Source: an optimization exercise on an open RTL-to-GDS flow (aim: small area, a short achievable clock period and few clock cycles per item). Production flows keep margins and buffers that such runs may drop.
The RTL was checked by simulation tests, not by an equivalence proof against the original design.

Design hft_macd_engine_mc, start of the top module:
module hft_macd_engine_mc #(
   parameter int N_CH            = 4,
   parameter int PRICE_W         = 32,
   parameter int FRAC_W          = 16,
   parameter int ALPHA_FAST      = 10181,
   parameter int ALPHA_SLOW      = 4854,
   parameter int ALPHA_SIG       = 13107,
   parameter int HYST            = 0,
   parameter int WARMUP_TICKS    = 26,
   parameter int STOP_LOSS_PTS   = 50,
   parameter int TAKE_PROFIT_PTS = 100
) (
   input  logic                              clk,
   input  logic                              reset,
   input  logic                              tick_valid,
   output logic                              tick_ready,
   input  logic [$clog2(N_CH)-1:0]           tick_ch,
   input  logic signed [PRICE_W-1:0]         tick_price,
   input  logic                              trade_en,
   output logic                              order_valid,
   input  logic                              order_ready,
   output logic [$clog2(N_CH)-1:0]           order_ch,
   output logic [1:0]                        order_side,
   output logic signed [PRICE_W-1:0]         order_price
);
Size in the first run: ~9800 cells after synthesis, roughly 77 I/O pins.
clock: 17.0 ns
lec_check: 0
abc_area: 1
cap_margin: 60
core_margin: 2
core_utilization: 60
slew_margin: 60
run.sh (not shown) runs the stock make flow with config.mk's settings and CLKGATE_MAP_FILE= SYNTH_SCRIPT=/design/flow/synth_recipe.tcl, a recipe that flattens the netlist after the stock synthesis.
The first run went through all stages and came out clean.
Testbench counts at the start, summed over its fixed seeds: cycles 24,032, ticks 24,000.
Change:
ABC_AREA = unset   (was 1)
CORE_UTILIZATION = 40   (was 60)
Register-to-register slack got worse by 0.54 ns.
Synthesized cell count fell by 20%.
Synthesized area drops by 2.6%.
Fmax went down by 7.1%.
Non-clock buffer count is lower by 12.
Core utilization went down by 21 points.
Hold slack loses 0.0095 ns.

hft_macd_engine_mc again, from the RTL that the note above started with.
==> flow/design.v (excerpt) <==
module hft_macd_engine_mc #(
   parameter int N_CH            = 4,
   parameter int PRICE_W         = 32,
   parameter int FRAC_W          = 16,
   parameter int ALPHA_FAST      = 10181,
   parameter int ALPHA_SLOW      = 4854,
   parameter int ALPHA_SIG       = 13107,
   parameter int HYST            = 0,
   parameter int WARMUP_TICKS    = 26,
   parameter int STOP_LOSS_PTS   = 50,
   parameter int TAKE_PROFIT_PTS = 100
) (
   input  logic                              clk,
   input  logic                              reset,
   input  logic                              tick_valid,
   output logic                              tick_ready,
   input  logic [$clog2(N_CH)-1:0]           tick_ch,
   input  logic signed [PRICE_W-1:0]         tick_price,
   input  logic                              trade_en,
   output logic                              order_valid,
   input  logic                              order_ready,
   output logic [$clog2(N_CH)-1:0]           order_ch,
   output logic [1:0]                        order_side,
   output logic signed [PRICE_W-1:0]         order_price
);
Settings: LEC_CHECK=0, CAP_MARGIN=60, CORE_MARGIN=2, CORE_UTILIZATION=60, CTS_BUF_LIST=sky130_fd_sc_hd__clkbuf_4 sky130_fd_sc_hd__clkbuf_8, SLEW_MARGIN=60; clock period 17.0 ns.
The first run passed the timing, design-rule and antenna checks.
Testbench counts at the start, summed over its fixed seeds: cycles 24,032, ticks 24,000.
Change:
- ABC_AREA: not set -> 1
- CTS_BUF_LIST: sky130_fd_sc_hd__clkbuf_4 sky130_fd_sc_hd__clkbuf_8 -> not set
- SYNTH_HIERARCHICAL: not set -> 1
=>
- The changed run finished with timing, DRC and antenna clean
- clock skew went down by 8.0 ps
- design area is higher by 5.9%
- routed wire length increases by 9.9%
- worst setup slack improved by 1000 ps
- critical path depth went down by 3
- non-clock buffer count went up by 51

Starting RTL as in the previous note.
==> flow/config.mk <==
export PLATFORM = sky130hd
export DESIGN_NAME = hft_macd_engine_mc
export DESIGN_NICKNAME = hft_macd_engine_mc
export VERILOG_FILES = /design/flow/design.v
export SDC_FILE = /design/flow/constraint.sdc
export NUM_CORES = 4
export LEC_CHECK = 0
export CAP_MARGIN = 40
export CORE_MARGIN = 2
export CORE_UTILIZATION = 40
export SLEW_MARGIN = 40
==> flow/constraint.sdc <==
create_clock -name core_clock -period 17.0 [get_ports {clk}]
set_input_delay 3.4000 -clock core_clock [delete_from_list [all_inputs] [get_ports {clk}]]
set_output_delay 3.4000 -clock core_clock [all_outputs]
set_load 0.01 [all_outputs]
The first run produced a clean layout.
Testbench counts at the start, summed over its fixed seeds: cycles 24,032, ticks 24,000.
Rerun with:
ABC_CLOCK_PERIOD_IN_PS = 7000   (was not set)
CAP_MARGIN = 60   (was 40)
SLEW_MARGIN = 60   (was 40)
Die area is unchanged; clock-buffer cell count grows by 10; worst setup slack improved by 0.24 ns.

[separate check: timing with driven ports]
No port has a modelled driver above. Below, the same layouts with a new extraction and two added sets of constraints.
Step 1 sets driving cells, clkbuf_16 on the clock port and buf_2 on the other inputs (assumed; they add their load-dependent delay and slew).
Step 2, shift: input delay + t, output delay - t, t = (earliest + latest rising clock arrival at the registers) / 2. This alone moves slack from input paths to output paths.
Three values: no drivers, after step 1, after step 2; two values: the first two.
| run | t (ns) | setup slack, ns | hold slack, ns | worst setup path at the end | clock arrival spread, ns |
|---|---|---|---|---|---|
| the first run of note 1 | 0.863 | 9.988 / 9.988 / 9.185 | 0.426 / 0.426 / 0.426 | input to register | 0.051 / 0.050 |
| the second run of note 1 | 0.847 | 9.452 / 9.452 / 9.452 | 0.416 / 0.416 / 0.416 | register to register | 0.039 / 0.039 |
| the first run of note 2 | 1.008 | 9.527 / 9.527 / 9.527 | 0.429 / 0.429 / 0.429 | register to register | 0.068 / 0.069 |
| the second run of note 2 | 0.855 | 10.546 / 10.546 / 10.123 | 0.421 / 0.421 / 0.421 | input to register | 0.064 / 0.065 |
| the first run of note 3 | 0.857 | 9.216 / 9.216 / 9.216 | 0.423 / 0.423 / 0.423 | register to register | 0.057 / 0.057 |
| the second run of note 3 | 0.847 | 9.452 / 9.452 / 9.452 | 0.416 / 0.416 / 0.416 | register to register | 0.039 / 0.039 |
After both steps setup and hold are still met in every run listed. For the first run of note 1, which loses most, drivers alone change the setup slack by 0.000 ns; drivers and shift together by -0.803 ns.
